What follows belongs to an exercise in optimizing a design on an open flow for small area, a short achievable clock period and few clock cycles; a production flow would make more cautious choices. The RTL was checked by simulation tests, not by an equivalence proof against the original design. Power and IR drop assume default switching activity.

==> inputs of run P <==
==> flow/design.v <==
module mips_mc_core_hs (
    input  logic        clk,
    input  logic        reset_n,
    output logic        mem_req,
    output logic        mem_we,
    output logic [15:0] mem_addr,
    output logic [31:0] mem_wdata,
    input  logic [31:0] mem_rdata,
    input  logic        mem_ready,
    output logic        retire,
    output logic        halted,
    output logic        error,
    output logic [1:0]  err_code,
    output logic [31:0] pc_dbg
);
    localparam logic [5:0] OP_RTYPE = 6'b000000;
    localparam logic [5:0] OP_ADDI  = 6'b001000;
    localparam logic [5:0] OP_LW    = 6'b100011;
    localparam logic [5:0] OP_SW    = 6'b101011;
    localparam logic [5:0] OP_BEQ   = 6'b000100;
    localparam logic [5:0] OP_J     = 6'b000010;
    localparam logic [5:0] FN_ADD   = 6'b100000;
    localparam logic [5:0] FN_SUB   = 6'b100010;
    localparam logic [5:0] FN_AND   = 6'b100100;
    localparam logic [5:0] FN_OR    = 6'b100101;
    localparam logic [5:0] FN_SLT   = 6'b101010;
    localparam logic [5:0] FN_JR    = 6'b001000;
    localparam logic [5:0] FN_BRK   = 6'b001101;
    typedef struct packed {
        logic       bimm;    
        logic       sub;     
        logic       f_and, f_or, f_slt, f_sum;    
        logic       wr;      
        logic [4:0] wa;
        logic       mem, sw, beq, j, jr, brk, ill;
    } dec_t;
    logic [31:2] pc_f;               
    logic [25:0] ir;                 
    dec_t        dq;                 
    logic [31:2] pc_ir;              
    logic [31:0] a_q, b_q;           
    logic        ir_v, pred_t;       
    logic        m_act, m_we;        
    logic [13:0] m_wa;               
    logic [4:0]  m_rt;               
    logic [7:0]  wcnt;               
    logic        halted_q, error_q, ret_q;
    logic [1:0]  ec_q;
    logic        w_v;                
    logic [4:0]  w_wa;
    logic [31:0] w_q;
    logic [31:0] rf [1:31];          
    logic [31:1] rv;
    logic stop, waiting, tmo, f_done, e_go;
    assign stop    = halted_q | error_q;
    assign waiting = ~stop & ~mem_ready;
    assign tmo     = waiting & (wcnt == 8'hff);
    assign f_done  = ~stop & ~m_act & mem_ready;
    assign e_go    = ~stop & ~m_act & ir_v & (mem_ready | tmo);
    assign mem_req   = reset_n & ~stop;
    assign mem_we    = reset_n & m_act & m_we;
    assign mem_addr  = {m_act ? m_wa : pc_f[15:2], 2'b00};
    assign mem_wdata = b_q;
    assign retire   = ret_q;
    assign halted   = halted_q;
    assign error    = error_q;
    assign err_code = ec_q;
    assign pc_dbg   = {pc_f, 2'b00};
    logic [5:0]  f_op;
    logic [29:0] pcw, pcw1;
    logic [13:0] hi_p, hi_m;
    logic [16:0] lo_sum;
    logic [29:0] f_tgt;
    logic [31:2] f_next;
    logic        f_pt, f_s;
    dec_t        fd;
    assign f_op   = mem_rdata[31:26];
    assign pcw    = pc_f;
    assign pcw1   = pcw + 30'd1;
    assign hi_p   = pcw[29:16] + 14'd1;
    assign hi_m   = pcw[29:16] - 14'd1;
    assign f_s    = mem_rdata[15];
    assign lo_sum = {1'b0, pcw[15:0]} + {1'b0, mem_rdata[15:0]} + 17'd1;
    assign f_tgt  = {(lo_sum[16] == f_s) ? pcw[29:16] : (f_s ? hi_m : hi_p), lo_sum[15:0]};
    assign f_pt   = (f_op == OP_BEQ) && ((mem_rdata[25:21] == mem_rdata[20:16]) || f_s);
    assign f_next = (f_op == OP_J) ? {pcw1[29:26], mem_rdata[25:0]} : (f_pt ? f_tgt : pcw1);
    always_comb begin
        logic [5:0] o, f;
        logic       alu_r;
        o = mem_rdata[31:26];
        f = mem_rdata[5:0];
        alu_r    = (o == OP_RTYPE) && (f == FN_ADD || f == FN_SUB || f == FN_AND || f == FN_OR
                                       || f == FN_SLT);
        fd.bimm  = (o == OP_ADDI);
        fd.sub   = (o == OP_RTYPE) && f[1];
        fd.f_and = (o == OP_RTYPE) && f[2] && !f[0];
        fd.f_or  = (o == OP_RTYPE) && f[2] && f[0];
        fd.f_slt = (o == OP_RTYPE) && !f[2] && f[3];
        fd.f_sum = !((o == OP_RTYPE) && (f[2] || f[3]));
        fd.wa    = (o == OP_RTYPE) ? mem_rdata[15:11] : mem_rdata[20:16];
        fd.wr    = (alu_r || o == OP_ADDI) && (fd.wa != 5'd0);
        fd.mem   = (o == OP_LW) || (o == OP_SW);
        fd.sw    = (o == OP_SW);
        fd.beq   = (o == OP_BEQ);
        fd.j     = (o == OP_J);
        fd.jr    = (o == OP_RTYPE) && (f == FN_JR);
        fd.brk   = (o == OP_RTYPE) && (f == FN_BRK);
        fd.ill   = !(alu_r || fd.jr || fd.brk || o == OP_ADDI || fd.mem || fd.beq || fd.j);
    end
    logic [31:0] sum, alu, e_and, e_or;
    logic [31:2] e_tgt;
    logic [15:0] maddr;
    logic [30:0] btw;
    logic        slt, eq, mis, e_redir, e_stop, e_ret;
    assign sum    = a_q + (b_q ^ {32{dq.sub}}) + {31'd0, dq.sub};
    assign slt    = (a_q[31] ^ b_q[31]) ? a_q[31] : sum[31];
    assign e_and  = a_q & b_q;
    assign e_or   = a_q | b_q;
    assign alu    = ({32{dq.f_and}} & e_and) | ({32{dq.f_or}} & e_or)
                  | {31'd0, dq.f_slt & slt} | ({32{dq.f_sum}} & sum);
    assign maddr  = a_q[15:0] + ir[15:0];                        
    assign eq     = (a_q == b_q);
    logic       use_imm;
    assign use_imm = dq.beq && !pred_t;
    assign btw    = {pc_ir, 1'b1} + {use_imm ? {{14{ir[15]}}, ir[15:0]} : 30'd0, 1'b1};
    assign e_tgt  = btw[30:1];
    assign mis    = (dq.jr && a_q[1:0] != 2'b00) || (dq.mem && maddr[1:0] != 2'b00);
    assign e_redir = (dq.beq && (eq != pred_t)) || (dq.jr && a_q[1:0] == 2'b00);
    assign e_stop  = dq.brk || dq.ill || mis;
    assign e_ret   = !dq.mem && !dq.ill && !(dq.jr && a_q[1:0] != 2'b00);
    logic        e_wen, m_done, n_wen;
    logic [4:0]  n_wa;
    assign e_wen  = e_go && dq.wr;
    assign m_done = m_act && !stop && mem_ready;
    assign n_wen  = e_wen || (m_done && !m_we && m_rt != 5'd0);
    assign n_wa   = m_act ? m_rt : dq.wa;
    always_ff @(posedge clk) begin
        w_wa <= n_wa;
        w_q  <= m_act ? mem_rdata : alu;
        for (int i = 1; i < 32; i++)
            if (w_v && w_wa == 5'(i)) rf[i] <= w_q;
    end
    always_ff @(posedge clk or negedge reset_n) begin
        if (!reset_n) begin
            w_v <= 1'b0;
            rv  <= '0;
        end else begin
            w_v <= n_wen;
            if (n_wen) rv[n_wa] <= 1'b1;
        end
    end
    logic [4:0]  ra, rb;
    logic [31:0] ra_val, rb_val, a_in, b_in, imm_x;
    logic        bimm;
    assign ra    = m_act ? ir[25:21] : mem_rdata[25:21];
    assign rb    = m_act ? ir[20:16] : mem_rdata[20:16];
    assign bimm  = m_act ? dq.bimm : fd.bimm;
    assign imm_x = m_act ? {{16{ir[15]}}, ir[15:0]} : {{16{mem_rdata[15]}}, mem_rdata[15:0]};
    always_comb begin
        ra_val = '0;
        rb_val = '0;
        for (int i = 1; i < 32; i++) begin
            ra_val = ra_val | ({32{rv[i] && (ra == 5'(i))}} & rf[i]);
            rb_val = rb_val | ({32{rv[i] && (rb == 5'(i))}} & rf[i]);
        end
    end
    logic na_e, na_m, na_w, na_r, nb_e, nb_m, nb_w, nb_r;
    assign na_e = e_wen && (dq.wa == ra);
    assign na_m = m_act && !m_we && (m_rt == ra) && (ra != 5'd0);
    assign na_w = w_v && (w_wa == ra) && !(n_wen && n_wa == ra);
    assign na_r = !(na_e || na_m || na_w);
    assign nb_e = !bimm && e_wen && (dq.wa == rb);
    assign nb_m = !bimm && m_act && !m_we && (m_rt == rb) && (rb != 5'd0);
    assign nb_w = !bimm && w_v && (w_wa == rb) && !(n_wen && n_wa == rb);
    assign nb_r = !bimm && !(nb_e || nb_m || nb_w);
    assign a_in = ({32{na_e && dq.f_sum}} & sum) | ({32{na_e && dq.f_and}} & e_and)
                | ({32{na_e && dq.f_or}} & e_or) | {31'd0, na_e && dq.f_slt && slt}
                | ({32{na_m}} & mem_rdata) | ({32{na_w}} & w_q) | ({32{na_r}} & ra_val);
    assign b_in = ({32{nb_e && dq.f_sum}} & sum) | ({32{nb_e && dq.f_and}} & e_and)
                | ({32{nb_e && dq.f_or}} & e_or) | {31'd0, nb_e && dq.f_slt && slt}
                | ({32{nb_m}} & mem_rdata) | ({32{nb_w}} & w_q) | ({32{nb_r}} & rb_val)
                | ({32{bimm}} & imm_x);
    logic m_hit, e_mem, beq_mis;
    logic [31:2] pc_f_nx;
    assign m_hit  = m_we && ir_v && (m_wa == pc_ir[15:2]);    
    assign e_mem  = e_go && dq.mem && !mis;
    assign beq_mis = e_go && dq.beq && (eq != pred_t);
    always_comb begin
        pc_f_nx = pc_f;
        if (m_act) begin
            if ((m_done && m_hit) || (!m_done && tmo && ir_v)) pc_f_nx = pc_ir;
        end else if (!stop && (mem_ready || tmo)) begin
            if (e_go && e_stop)                            pc_f_nx = e_tgt;
            else if (e_go && dq.jr)                        pc_f_nx = a_q[31:2];
            else if (mem_ready)                            pc_f_nx = f_next;
        end
        if (beq_mis) pc_f_nx = e_tgt;
    end
    always_ff @(posedge clk) begin
        if (f_done) begin
            ir     <= mem_rdata[25:0];
            dq     <= fd;
            pc_ir  <= pc_f;
            pred_t <= f_pt;
        end
        if ((f_done && !e_mem) || m_done) begin
            a_q <= a_in;
            b_q <= b_in;
        end
        if (e_mem) begin
            m_we <= dq.sw;
            m_wa <= maddr[15:2];
            m_rt <= ir[20:16];
        end
    end
    always_ff @(posedge clk or negedge reset_n) begin
        if (!reset_n) begin
            pc_f     <= 30'd0;
            ir_v     <= 1'b0;
            m_act    <= 1'b0;
            wcnt     <= 8'd0;
            halted_q <= 1'b0;
            error_q  <= 1'b0;
            ec_q     <= 2'd0;
            ret_q    <= 1'b0;
        end else begin
            wcnt  <= waiting ? wcnt + 8'd1 : 8'd0;
            pc_f  <= pc_f_nx;
            ret_q <= (e_go && e_ret) || m_done;
            if (m_act) begin
                if (m_done) begin
                    m_act <= 1'b0;
                    if (m_hit) ir_v <= 1'b0;
                end else if (tmo) begin
                    m_act   <= 1'b0;
                    error_q <= 1'b1;
                    ec_q    <= 2'd1;
                end
            end else if (!stop && (mem_ready || tmo)) begin
                if (e_go && e_stop) begin
                    ir_v <= 1'b0;
                    if (dq.brk) halted_q <= 1'b1;
                    else begin
                        error_q <= 1'b1;
                        ec_q    <= dq.ill ? 2'd2 : 2'd3;
                    end
                end else if (e_go && e_redir) begin
                    ir_v <= 1'b0;
                end else if (mem_ready) begin
                    ir_v <= 1'b1;
                    if (e_mem) m_act <= 1'b1;
                end else begin
                    ir_v <= 1'b0;
                    if (e_mem) m_act <= 1'b1;
                    else begin
                        error_q <= 1'b1;
                        ec_q    <= 2'd1;
                    end
                end
            end
        end
    end
endmodule
==> flow/flow/run.sh <==
#!/bin/bash
# Layout flow: the standard ORFS flow (standard.sh, unchanged synthesis, floorplan, power
# grid, placement, CTS and routing) with two resizer settings changed:
#  - the port buffers that buffer_ports inserts are sky130_fd_sc_hd__buf_2 rather than the slow
#    delay buffer it picks by itself;
#  - timing repair may swap a cell for any cell of the same function (MATCH_CELL_FOOTPRINT=0),
#    not only for one of the same footprint.
# Runs in the standard flow's work folder; make's full output goes to standard_make.log there, and ORFS's
# per-step logs stay under orfs/logs/.
set -euo pipefail
bash standard.sh MATCH_CELL_FOOTPRINT=0 "BUFFER_PORTS_ARGS=-buffer_cell sky130_fd_sc_hd__buf_2" finish \
    > standard_make.log 2>&1
==> flow/standard.sh <==
#!/bin/bash
# synth_recipe.tcl (not shown) runs the flow's synth.tcl, then flattens the netlist and writes it again
# the make line also repeats each setting of config.mk as NAME=value (left out here)
make -C /OpenROAD-flow-scripts/flow DESIGN_CONFIG=/design/flow/config.mk WORK_HOME=/design/flow/orfs CLKGATE_MAP_FILE= SYNTH_SCRIPT=/design/flow/synth_recipe.tcl "${@:-finish}"
==> flow/config.mk <==
export PLATFORM = sky130hd
export DESIGN_NAME = mips_mc_core_hs
export DESIGN_NICKNAME = mips_mc_core_hs
export VERILOG_FILES = /design/flow/design.v
export SDC_FILE = /design/flow/constraint.sdc
export NUM_CORES = 4
export LEC_CHECK = 0
export CAP_MARGIN = 30
export CORE_MARGIN = 2
export CORE_UTILIZATION = 45
export CTS_CLUSTER_DIAMETER = 80
export CTS_CLUSTER_SIZE = 25
export SETUP_SLACK_MARGIN = 2.3
export SLEW_MARGIN = 30
==> flow/constraint.sdc <==
create_clock -name core_clock -period 6.0 [get_ports {clk}]
set_input_delay 1.2000 -clock core_clock [delete_from_list [all_inputs] [get_ports {clk}]]
set_output_delay 1.2000 -clock core_clock [all_outputs]
set_load 0.01 [all_outputs]
==> run H: changes against run P <==
==> flow/design.v, changed modules only <==
module mips_mc_core_hs (
    input  logic        clk,
    input  logic        reset_n,
    output logic        mem_req,
    output logic        mem_we,
    output logic [15:0] mem_addr,
    output logic [31:0] mem_wdata,
    input  logic [31:0] mem_rdata,
    input  logic        mem_ready,
    output logic        retire,
    output logic        halted,
    output logic        error,
    output logic [1:0]  err_code,
    output logic [31:0] pc_dbg
);
    localparam logic [5:0] OP_RTYPE = 6'b000000;
    localparam logic [5:0] OP_ADDI  = 6'b001000;
    localparam logic [5:0] OP_LW    = 6'b100011;
    localparam logic [5:0] OP_SW    = 6'b101011;
    localparam logic [5:0] OP_BEQ   = 6'b000100;
    localparam logic [5:0] OP_J     = 6'b000010;
    localparam logic [5:0] FN_ADD   = 6'b100000;
    localparam logic [5:0] FN_SUB   = 6'b100010;
    localparam logic [5:0] FN_AND   = 6'b100100;
    localparam logic [5:0] FN_OR    = 6'b100101;
    localparam logic [5:0] FN_SLT   = 6'b101010;
    localparam logic [5:0] FN_JR    = 6'b001000;
    localparam logic [5:0] FN_BRK   = 6'b001101;
    typedef struct packed {
        logic       bimm;    
        logic       sub;     
        logic       f_and, f_or, f_slt, f_sum;    
        logic       wr;      
        logic [4:0] wa;
        logic       mem, sw, beq, j, jr, brk, ill;
    } dec_t;
    logic [31:0] pc_f;               
    logic [25:0] ir;                 
    dec_t        dq;                 
    logic [31:0] pc_ir;              
    logic [31:0] a_q, b_q;           
    logic        ir_v, pred_t;       
    logic        m_act, m_we;        
    logic [13:0] m_wa;               
    logic [4:0]  m_rt;               
    logic [7:0]  wcnt;               
    logic        halted_q, error_q, ret_q;
    logic [1:0]  ec_q;
    logic        w_v;                
    logic [4:0]  w_wa;
    logic [31:0] w_q;
    logic [31:0] rf [1:31];          
    logic [31:1] rv;
    logic stop, waiting, tmo, f_done, e_go;
    assign stop    = halted_q | error_q;
    assign waiting = ~stop & ~mem_ready;
    assign tmo     = waiting & (wcnt == 8'hff);
    assign f_done  = ~stop & ~m_act & mem_ready;
    assign e_go    = ~stop & ~m_act & ir_v & (mem_ready | tmo);
    assign mem_req   = reset_n & ~stop;
    assign mem_we    = reset_n & m_act & m_we;
    assign mem_addr  = m_act ? {m_wa, 2'b00} : pc_f[15:0];
    assign mem_wdata = b_q;
    assign retire   = ret_q;
    assign halted   = halted_q;
    assign error    = error_q;
    assign err_code = ec_q;
    assign pc_dbg   = pc_f;
    logic [5:0]  f_op;
    logic [29:0] pcw, pcw1;
    logic [13:0] hi_p, hi_m;
    logic [16:0] lo_sum;
    logic [29:0] f_tgt;
    logic [31:0] f_next;
    logic        f_pt, f_s;
    dec_t        fd;
    assign f_op   = mem_rdata[31:26];
    assign pcw    = pc_f[31:2];
    assign pcw1   = pcw + 30'd1;
    assign hi_p   = pcw[29:16] + 14'd1;
    assign hi_m   = pcw[29:16] - 14'd1;
    assign f_s    = mem_rdata[15];
    assign lo_sum = {1'b0, pcw[15:0]} + {1'b0, mem_rdata[15:0]} + 17'd1;
    assign f_tgt  = {(lo_sum[16] == f_s) ? pcw[29:16] : (f_s ? hi_m : hi_p), lo_sum[15:0]};
    assign f_pt   = (f_op == OP_BEQ) && ((mem_rdata[25:21] == mem_rdata[20:16]) || f_s);
    assign f_next = (f_op == OP_J) ? {pcw1[29:26], mem_rdata[25:0], 2'b00}
                  : {f_pt ? f_tgt : pcw1, 2'b00};
    always_comb begin
        logic [5:0] o, f;
        logic       alu_r;
        o = mem_rdata[31:26];
        f = mem_rdata[5:0];
        alu_r    = (o == OP_RTYPE) && (f == FN_ADD || f == FN_SUB || f == FN_AND || f == FN_OR
                                       || f == FN_SLT);
        fd.bimm  = (o == OP_ADDI);
        fd.sub   = (o == OP_RTYPE) && f[1];
        fd.f_and = (o == OP_RTYPE) && f[2] && !f[0];
        fd.f_or  = (o == OP_RTYPE) && f[2] && f[0];
        fd.f_slt = (o == OP_RTYPE) && !f[2] && f[3];
        fd.f_sum = !((o == OP_RTYPE) && (f[2] || f[3]));
        fd.wa    = (o == OP_RTYPE) ? mem_rdata[15:11] : mem_rdata[20:16];
        fd.wr    = (alu_r || o == OP_ADDI) && (fd.wa != 5'd0);
        fd.mem   = (o == OP_LW) || (o == OP_SW);
        fd.sw    = (o == OP_SW);
        fd.beq   = (o == OP_BEQ);
        fd.j     = (o == OP_J);
        fd.jr    = (o == OP_RTYPE) && (f == FN_JR);
        fd.brk   = (o == OP_RTYPE) && (f == FN_BRK);
        fd.ill   = !(alu_r || fd.jr || fd.brk || o == OP_ADDI || fd.mem || fd.beq || fd.j);
    end
    logic [31:0] sum, alu, e_and, e_or, pcn, e_btgt;
    logic [15:0] maddr;
    logic [30:0] btw;
    logic        slt, eq, mis, e_redir, e_stop, e_ret;
    assign sum    = a_q + (b_q ^ {32{dq.sub}}) + {31'd0, dq.sub};
    assign slt    = (a_q[31] ^ b_q[31]) ? a_q[31] : sum[31];
    assign e_and  = a_q & b_q;
    assign e_or   = a_q | b_q;
    assign alu    = ({32{dq.f_and}} & e_and) | ({32{dq.f_or}} & e_or)
                  | {31'd0, dq.f_slt & slt} | ({32{dq.f_sum}} & sum);
    assign maddr  = a_q[15:0] + ir[15:0];                        
    assign eq     = (a_q == b_q);
    assign pcn    = pc_ir + 32'd4;
    assign btw    = {pc_ir[31:2], 1'b1} + {{14{ir[15]}}, ir[15:0], 1'b1};   
    assign e_btgt = {btw[30:1], 2'b00};
    assign mis    = (dq.jr && a_q[1:0] != 2'b00) || (dq.mem && maddr[1:0] != 2'b00);
    assign e_redir = (dq.beq && (eq != pred_t)) || (dq.jr && a_q[1:0] == 2'b00);
    assign e_stop  = dq.brk || dq.ill || mis;
    assign e_ret   = !dq.mem && !dq.ill && !(dq.jr && a_q[1:0] != 2'b00);
    logic        e_wen, m_done, n_wen;
    logic [4:0]  n_wa;
    assign e_wen  = e_go && dq.wr;
    assign m_done = m_act && !stop && mem_ready;
    assign n_wen  = e_wen || (m_done && !m_we && m_rt != 5'd0);
    assign n_wa   = m_act ? m_rt : dq.wa;
    always_ff @(posedge clk) begin
        w_wa <= n_wa;
        w_q  <= m_act ? mem_rdata : alu;
        for (int i = 1; i < 32; i++)
            if (w_v && w_wa == 5'(i)) rf[i] <= w_q;
    end
    always_ff @(posedge clk or negedge reset_n) begin
        if (!reset_n) begin
            w_v <= 1'b0;
            rv  <= '0;
        end else begin
            w_v <= n_wen;
            if (w_v) rv[w_wa] <= 1'b1;
        end
    end
    logic [4:0]  ra, rb;
    logic [31:0] ra_val, rb_val, a_in, b_in, imm_x;
    logic        bimm;
    assign ra    = m_act ? ir[25:21] : mem_rdata[25:21];
    assign rb    = m_act ? ir[20:16] : mem_rdata[20:16];
    assign bimm  = m_act ? dq.bimm : fd.bimm;
    assign imm_x = m_act ? {{16{ir[15]}}, ir[15:0]} : {{16{mem_rdata[15]}}, mem_rdata[15:0]};
    always_comb begin
        ra_val = '0;
        rb_val = '0;
        for (int i = 1; i < 32; i++) begin
            ra_val = ra_val | ({32{rv[i] && (ra == 5'(i))}} & rf[i]);
            rb_val = rb_val | ({32{rv[i] && (rb == 5'(i))}} & rf[i]);
        end
    end
    logic na_e, na_m, na_w, na_r, nb_e, nb_m, nb_w, nb_r;
    assign na_e = e_wen && (dq.wa == ra);
    assign na_m = m_act && !m_we && (m_rt == ra) && (ra != 5'd0);
    assign na_w = w_v && (w_wa == ra) && !(n_wen && n_wa == ra);
    assign na_r = !(na_e || na_m || na_w);
    assign nb_e = !bimm && e_wen && (dq.wa == rb);
    assign nb_m = !bimm && m_act && !m_we && (m_rt == rb) && (rb != 5'd0);
    assign nb_w = !bimm && w_v && (w_wa == rb) && !(n_wen && n_wa == rb);
    assign nb_r = !bimm && !(nb_e || nb_m || nb_w);
    assign a_in = ({32{na_e && dq.f_sum}} & sum) | ({32{na_e && dq.f_and}} & e_and)
                | ({32{na_e && dq.f_or}} & e_or) | {31'd0, na_e && dq.f_slt && slt}
                | ({32{na_m}} & mem_rdata) | ({32{na_w}} & w_q) | ({32{na_r}} & ra_val);
    assign b_in = ({32{nb_e && dq.f_sum}} & sum) | ({32{nb_e && dq.f_and}} & e_and)
                | ({32{nb_e && dq.f_or}} & e_or) | {31'd0, nb_e && dq.f_slt && slt}
                | ({32{nb_m}} & mem_rdata) | ({32{nb_w}} & w_q) | ({32{nb_r}} & rb_val)
                | ({32{bimm}} & imm_x);
    logic m_hit, f_take, e_mem;
    assign m_hit  = m_we && ir_v && (m_wa == pc_ir[15:2]);    
    assign f_take = f_done && !(e_go && (e_redir || e_stop));
    assign e_mem  = e_go && dq.mem && !mis;
    always_ff @(posedge clk) begin
        if (f_take) begin
            ir     <= mem_rdata[25:0];
            dq     <= fd;
            pc_ir  <= pc_f;
            pred_t <= f_pt;
        end
        if ((f_take && !e_mem) || m_done) begin
            a_q <= a_in;
            b_q <= b_in;
        end
        if (e_mem) begin
            m_we <= dq.sw;
            m_wa <= maddr[15:2];
            m_rt <= ir[20:16];
        end
    end
    always_ff @(posedge clk or negedge reset_n) begin
        if (!reset_n) begin
            pc_f     <= 32'd0;
            ir_v     <= 1'b0;
            m_act    <= 1'b0;
            wcnt     <= 8'd0;
            halted_q <= 1'b0;
            error_q  <= 1'b0;
            ec_q     <= 2'd0;
            ret_q    <= 1'b0;
        end else begin
            wcnt  <= waiting ? wcnt + 8'd1 : 8'd0;
            ret_q <= (e_go && e_ret) || m_done;
            if (m_act) begin
                if (m_done) begin
                    m_act <= 1'b0;
                    if (m_hit) begin
                        ir_v <= 1'b0;
                        pc_f <= pc_ir;
                    end
                end else if (tmo) begin
                    m_act   <= 1'b0;
                    error_q <= 1'b1;
                    ec_q    <= 2'd1;
                    if (ir_v) pc_f <= pc_ir;
                end
            end else if (!stop && (mem_ready || tmo)) begin
                if (e_go && e_stop) begin
                    ir_v <= 1'b0;
                    pc_f <= pcn;
                    if (dq.brk) halted_q <= 1'b1;
                    else begin
                        error_q <= 1'b1;
                        ec_q    <= dq.ill ? 2'd2 : 2'd3;
                    end
                end else if (e_go && e_redir) begin
                    ir_v <= 1'b0;
                    pc_f <= dq.jr ? a_q : (eq ? e_btgt : pcn);
                end else if (mem_ready) begin
                    ir_v <= 1'b1;
                    pc_f <= f_next;
                    if (e_mem) m_act <= 1'b1;
                end else begin
                    ir_v <= 1'b0;
                    if (e_mem) m_act <= 1'b1;
                    else begin
                        error_q <= 1'b1;
                        ec_q    <= 2'd1;
                    end
                end
            end
        end
    end
endmodule
Settings changed: CAP_MARGIN 30 to 20, CTS_CLUSTER_DIAMETER 80 to 60, SETUP_SLACK_MARGIN 2.3 to 2.5, SLEW_MARGIN 30 to 20.
==> summary of the runs <==
Against run H, the core utilization of run P is lower by 0.62 points. Between run P and run H, the lower sequential cell count is in run P (gap 4). In run P the synthesized area is lower than in run H, by about 2%. In run H the via count is larger than in run P, by about 1.1%. Between run P and run H, the lower setup slack is in run P (gap 0.093 ns). Between run H and run P, the lower combinational power is in run P (gap 12%, measured against run P). Against run P, the cell area of run H is higher by 3.7%.
Testbench counts of run P, summed over its fixed seeds: cycles 64,085.
Testbench counts of run H, summed over its fixed seeds: cycles 64,085.

[re-timing with driven ports]
The results above use ideal ports. As a check the final layouts listed here were re-extracted and re-timed, cells and wires unchanged. Step 1, drivers: a clkbuf_16 drives clk and a buf_2 each remaining input, both assumed. Step 2 also shifts input and output timing later by t, the mid clock arrival at the registers, as if the neighbouring blocks saw the same clock. a / b / c = ideal ports / drivers / drivers and shift; a / b = the first two.
| run | t (ns) | setup slack, ns | pins driven straight from the clock port |
|---|---|---|---|
| run P | 0.828 | 2.046 / 2.046 / 1.335 | 1 |
| run H | 0.841 | 2.138 / 2.185 / 1.358 | 1 |
After both steps every run listed still meets setup and hold. The setup slack of run H, which loses most, moves by +0.047 ns with the drivers and by -0.780 ns with both steps.
